This is an optimization exercise on Yosys and OpenROAD, whose aim is small area, not a production implementation.
The RTL was checked by simulation tests, not by an equivalence proof against the original design.
The flow treats the clock pin as an ideal source, which a real chip does not have.
Power figures rest on the tool's default switching activity, not on a simulated workload.

Setup of job 101:
==> module fir_coeff_bank, before the edit <==
module fir_coeff_bank #(
    parameter  int N  = fir_pkg::FIR_HALF_TAPS,
    parameter  int W  = fir_pkg::FIR_COEFF_W
) (
    input  logic            clk,
    input  logic            reset,
    input  logic            sh_en,
    input  logic            sh_hold,
    input  logic [W-1:0]    din,
    input  logic            cp_en,
    input  logic            cp_hold,
    input  logic            bank_valid,
    output logic [N*W-1:0]  bank
);
    logic [N*W-1:0] shadow_n;
    logic [N*W-1:0] shadow_in;
    logic [N*W-1:0] active_n;
    logic           show;
    assign shadow_in = {~din, shadow_n[N*W-1:W]};
    always_ff @(posedge clk) begin
        shadow_n <= (shadow_in & {(N*W){sh_en}}) | (shadow_n & {(N*W){sh_hold}});
    end
    always_ff @(posedge clk) begin
        active_n <= (shadow_n & {(N*W){cp_en}}) | (active_n & {(N*W){cp_hold}});
    end
    assign show = bank_valid & ~reset;
    assign bank = ~active_n & {(N*W){show}};
endmodule
==> module fir_coeff_loader, before the edit <==
module fir_coeff_loader #(
    parameter  int FILTER_SIZE = fir_pkg::FIR_FILTER_SIZE,
    parameter  int COEFF_W     = fir_pkg::FIR_COEFF_W,
    localparam int HALF_TAPS   = FILTER_SIZE / 2
) (
    input  logic                      clk,
    input  logic                      reset,
    input  logic                      load_start,
    input  logic [COEFF_W-1:0]        coeff_in,
    input  logic                      coeff_valid,
    output logic                      coeff_ready,
    input  logic                      commit,
    output logic [HALF_TAPS*COEFF_W-1:0] coeff_bank,
    output logic                      coeff_update,
    output logic                      bank_full,
    output logic                      load_err
);
    logic       st_load;
    logic       st_full;
    logic [6:0] ptr;
    localparam logic [6:0] PTR_FIRST = 7'd1;
    localparam logic [6:0] PTR_LAST  = 7'b1101100;
    logic last_word;
    logic do_commit;
    logic go_load;
    logic sh_en;
    logic bank_valid;
    assign coeff_ready = st_load;
    assign bank_full   = st_full;
    assign last_word   = (ptr == PTR_LAST);
    assign do_commit   = st_full & commit;
    assign go_load     = load_start & ~do_commit;
    always_ff @(posedge clk or posedge reset) begin
        if (reset) begin
            st_load      <= 1'b0;
            st_full      <= 1'b0;
            coeff_update <= 1'b0;
            load_err     <= 1'b0;
            bank_valid   <= 1'b0;
        end else begin
            st_load      <= go_load | (st_load & ~(coeff_valid & last_word));
            st_full      <= (st_load & ~load_start & coeff_valid & last_word) |
                            (st_full & ~commit & ~load_start);
            coeff_update <= do_commit;
            load_err     <= st_load & load_start;
            bank_valid   <= bank_valid | do_commit;
        end
    end
    always_ff @(posedge clk) begin
        if (load_start) begin
            ptr <= PTR_FIRST;
        end else if (coeff_valid) begin
            ptr <= {ptr[5:0], ptr[6] ^ ptr[5]};
        end
    end
    assign sh_en = coeff_valid & ~st_full;
    fir_coeff_bank #(
        .N (HALF_TAPS),
        .W (COEFF_W)
    ) u_bank (
        .clk     (clk),
        .reset   (reset),
        .sh_en   (sh_en),
        .sh_hold (~sh_en),
        .din     (coeff_in),
        .cp_en   (do_commit),
        .cp_hold (~do_commit),
        .bank_valid (bank_valid),
        .bank    (coeff_bank)
    );
endmodule
==> flow/config.mk <==
export PLATFORM = sky130hd
export DESIGN_NAME = fir_coeff_loader
export DESIGN_NICKNAME = fir_coeff_loader
export VERILOG_FILES = /design/flow/design.v
export SDC_FILE = /design/flow/constraint.sdc
export NUM_CORES = 4
export LEC_CHECK = 0
export CAP_MARGIN = 20
export CORE_AREA = 5 5 385 385
export DIE_AREA = 0 0 390 390
export PLACE_DENSITY = 0.78
export SLEW_MARGIN = 20
export SYNTH_HIERARCHICAL = 1
export BUFFER_PORTS_ARGS = -buffer_cell sky130_fd_sc_hd__buf_1
export CTS_ARGS = -sink_clustering_enable -repair_clock_nets -dont_use_dummy_load -buf_list {sky130_fd_sc_hd__clkbuf_8} -sink_clustering_size 16 -sink_clustering_max_diameter 60
export POST_CTS_TCL = /design/flow/flow/size_clk.tcl
==> flow/constraint.sdc <==
create_clock -name core_clock -period 5.0 [get_ports {clk}]
set_input_delay 1.0000 -clock core_clock [delete_from_list [all_inputs] [get_ports {clk}]]
set_output_delay 1.0000 -clock core_clock [all_outputs]
set_load 0.01 [all_outputs]
standard.sh (not shown) runs the stock make flow with config.mk's settings and CLKGATE_MAP_FILE= SYNTH_SCRIPT=/design/flow/synth_recipe.tcl, a recipe that flattens the netlist after the stock synthesis.
==> flow/flow/run.sh <==
#!/bin/bash
# Own layout flow: the standard ORFS flow (standard.sh) with
#  - the port buffers taken from the smallest buffer, sky130_fd_sc_hd__buf_1
#    (repair may still resize them), instead of the one buffer_ports picks;
#  - clock tree synthesis settings from flow/cts_args.txt (no dummy loads);
#  - flow/size_clk.tcl after CTS: gives each clock buffer that drives
#    flip-flop clock pins the smallest clock buffer type that keeps their slew
#    under a target (and splits a leaf that is too slow even at the largest).
# Each tool's output goes to a log file of its own in this folder; ORFS keeps its
# per-step logs under orfs/logs/.
set -euo pipefail
cd "$(dirname "$0")/.."
{
  echo "export BUFFER_PORTS_ARGS = -buffer_cell sky130_fd_sc_hd__buf_1"
  echo "export CTS_ARGS = $(cat flow/cts_args.txt)"
  echo "export POST_CTS_TCL = $PWD/flow/size_clk.tcl"
} >> config.mk
bash standard.sh finish > standard_flow.log 2>&1
Other scripts of this flow, unchanged in this note and not shown: flow/flow/cts_args.txt, flow/flow/size_clk.tcl
#### Input delta (job 102 over job 101)
-- flow/design.v --
<<< job 101, line 22
    input  logic            cp_en,
    input  logic            cp_hold,
    input  logic            bank_valid,
    output logic [N*W-1:0]  bank
);
    logic [N*W-1:0] shadow_n;
    logic [N*W-1:0] shadow_in;
    logic [N*W-1:0] active_n;
    logic           show;
    assign shadow_in = {~din, shadow_n[N*W-1:W]};
    always_ff @(posedge clk) begin
        shadow_n <= (shadow_in & {(N*W){sh_en}}) | (shadow_n & {(N*W){sh_hold}});
    end
    always_ff @(posedge clk) begin
        active_n <= (shadow_n & {(N*W){cp_en}}) | (active_n & {(N*W){cp_hold}});
    end
    assign show = bank_valid & ~reset;
    assign bank = ~active_n & {(N*W){show}};
endmodule
module fir_coeff_loader #(
>>> job 102, line 22
    input  logic            cp_en,
    input  logic            cp_hold,
    output logic [N*W-1:0]  bank
);
    logic [N*W-1:0] shadow;
    logic [N*W-1:0] shadow_in;
    assign shadow_in = {din, shadow[N*W-1:W]};
    always_ff @(posedge clk) begin
        shadow <= (shadow_in & {(N*W){sh_en}}) | (shadow & {(N*W){sh_hold}});
    end
    always_ff @(posedge clk or posedge reset) begin
        if (reset) begin
            bank <= '0;
        end else begin
            bank <= (shadow & {(N*W){cp_en}}) | (bank & {(N*W){cp_hold}});
        end
    end
endmodule
module fir_coeff_loader #(
<<< job 101, line 65
    logic go_load;
    logic sh_en;
    logic bank_valid;
    assign coeff_ready = st_load;
    assign bank_full   = st_full;
>>> job 102, line 64
    logic go_load;
    logic sh_en;
    assign coeff_ready = st_load;
    assign bank_full   = st_full;
<<< job 101, line 77
            coeff_update <= 1'b0;
            load_err     <= 1'b0;
            bank_valid   <= 1'b0;
        end else begin
            st_load      <= go_load | (st_load & ~(coeff_valid & last_word));
>>> job 102, line 75
            coeff_update <= 1'b0;
            load_err     <= 1'b0;
        end else begin
            st_load      <= go_load | (st_load & ~(coeff_valid & last_word));
<<< job 101, line 84
            coeff_update <= do_commit;
            load_err     <= st_load & load_start;
            bank_valid   <= bank_valid | do_commit;
        end
    end
>>> job 102, line 81
            coeff_update <= do_commit;
            load_err     <= st_load & load_start;
        end
    end
<<< job 101, line 106
        .cp_en   (do_commit),
        .cp_hold (~do_commit),
        .bank_valid (bank_valid),
        .bank    (coeff_bank)
    );
>>> job 102, line 102
        .cp_en   (do_commit),
        .cp_hold (~do_commit),
        .bank    (coeff_bank)
    );
Results
- Against job 101 as the reference, job 102 delivers a lower number of placed cells counting well taps.
- Sort job 101 and job 102 by detailed-route wire length per cell, descending, and job 102 comes first.
- In the tables for job 101 and job 102, maximum number of pins on one net before global-route repair reads higher with job 102.
- In the reports for job 101 and job 102, the smaller post-layout minimum cycle time belongs to job 102.
- Job 101 ended up with reset as its startpoint of the most critical setup path; job 102 ended up with u_bank.bank[990].
- Relative to job 101, global-route wire length before repair has decreased by about 1% in job 102.
- Job 102 ended up with a lower post-layout instance count excluding filler cells than job 101 did.
- | maximum frequency | lower: job 101 |
- Taking job 101 as the reference, in job 102 total via count in the routed design decreased by 6,491 relative to the old numbers, total chip power has increased, sequential share of layout area increased 5.9 points, number of buffers and inverters on the critical path went down 4.
- Between job 101 and job 102, switching component of the power is higher for job 102, job 101 comes in under that.
- On synthesized area: between job 101 and job 102, it ends up higher for job 102.
- met2 wire length ended up 1900 um lower on job 102 than on job 101.

afterwards: timing with drivers on the ports:
How much do the figures lean on ideal ports? The routed layouts below were timed once more, with nothing changed but the port constraints.
Step 1 assumes that a clkbuf_16 drives the clock port and a buf_2 every other input.
Step 2, shift: input delay + t, output delay - t, t = (earliest + latest rising clock arrival at the registers) / 2. This alone moves slack from input paths to output paths.
Three values: ideal, step 1, step 2; two values: the first two.
run | t (ns) | slack for setup (ns) | worst hold slack (ns)
job 101 | 0.984 | 0.446 / 0.423 / 0.423 | 0.299 / 0.251 / 0.450
job 102 | 0.994 | 2.047 / 1.962 / 1.449 | 0.252 / 0.218 / 0.468
After both steps every run listed still meets setup and hold. The setup slack of job 102, which loses most, moves by -0.085 ns with the drivers and by -0.598 ns with both steps.
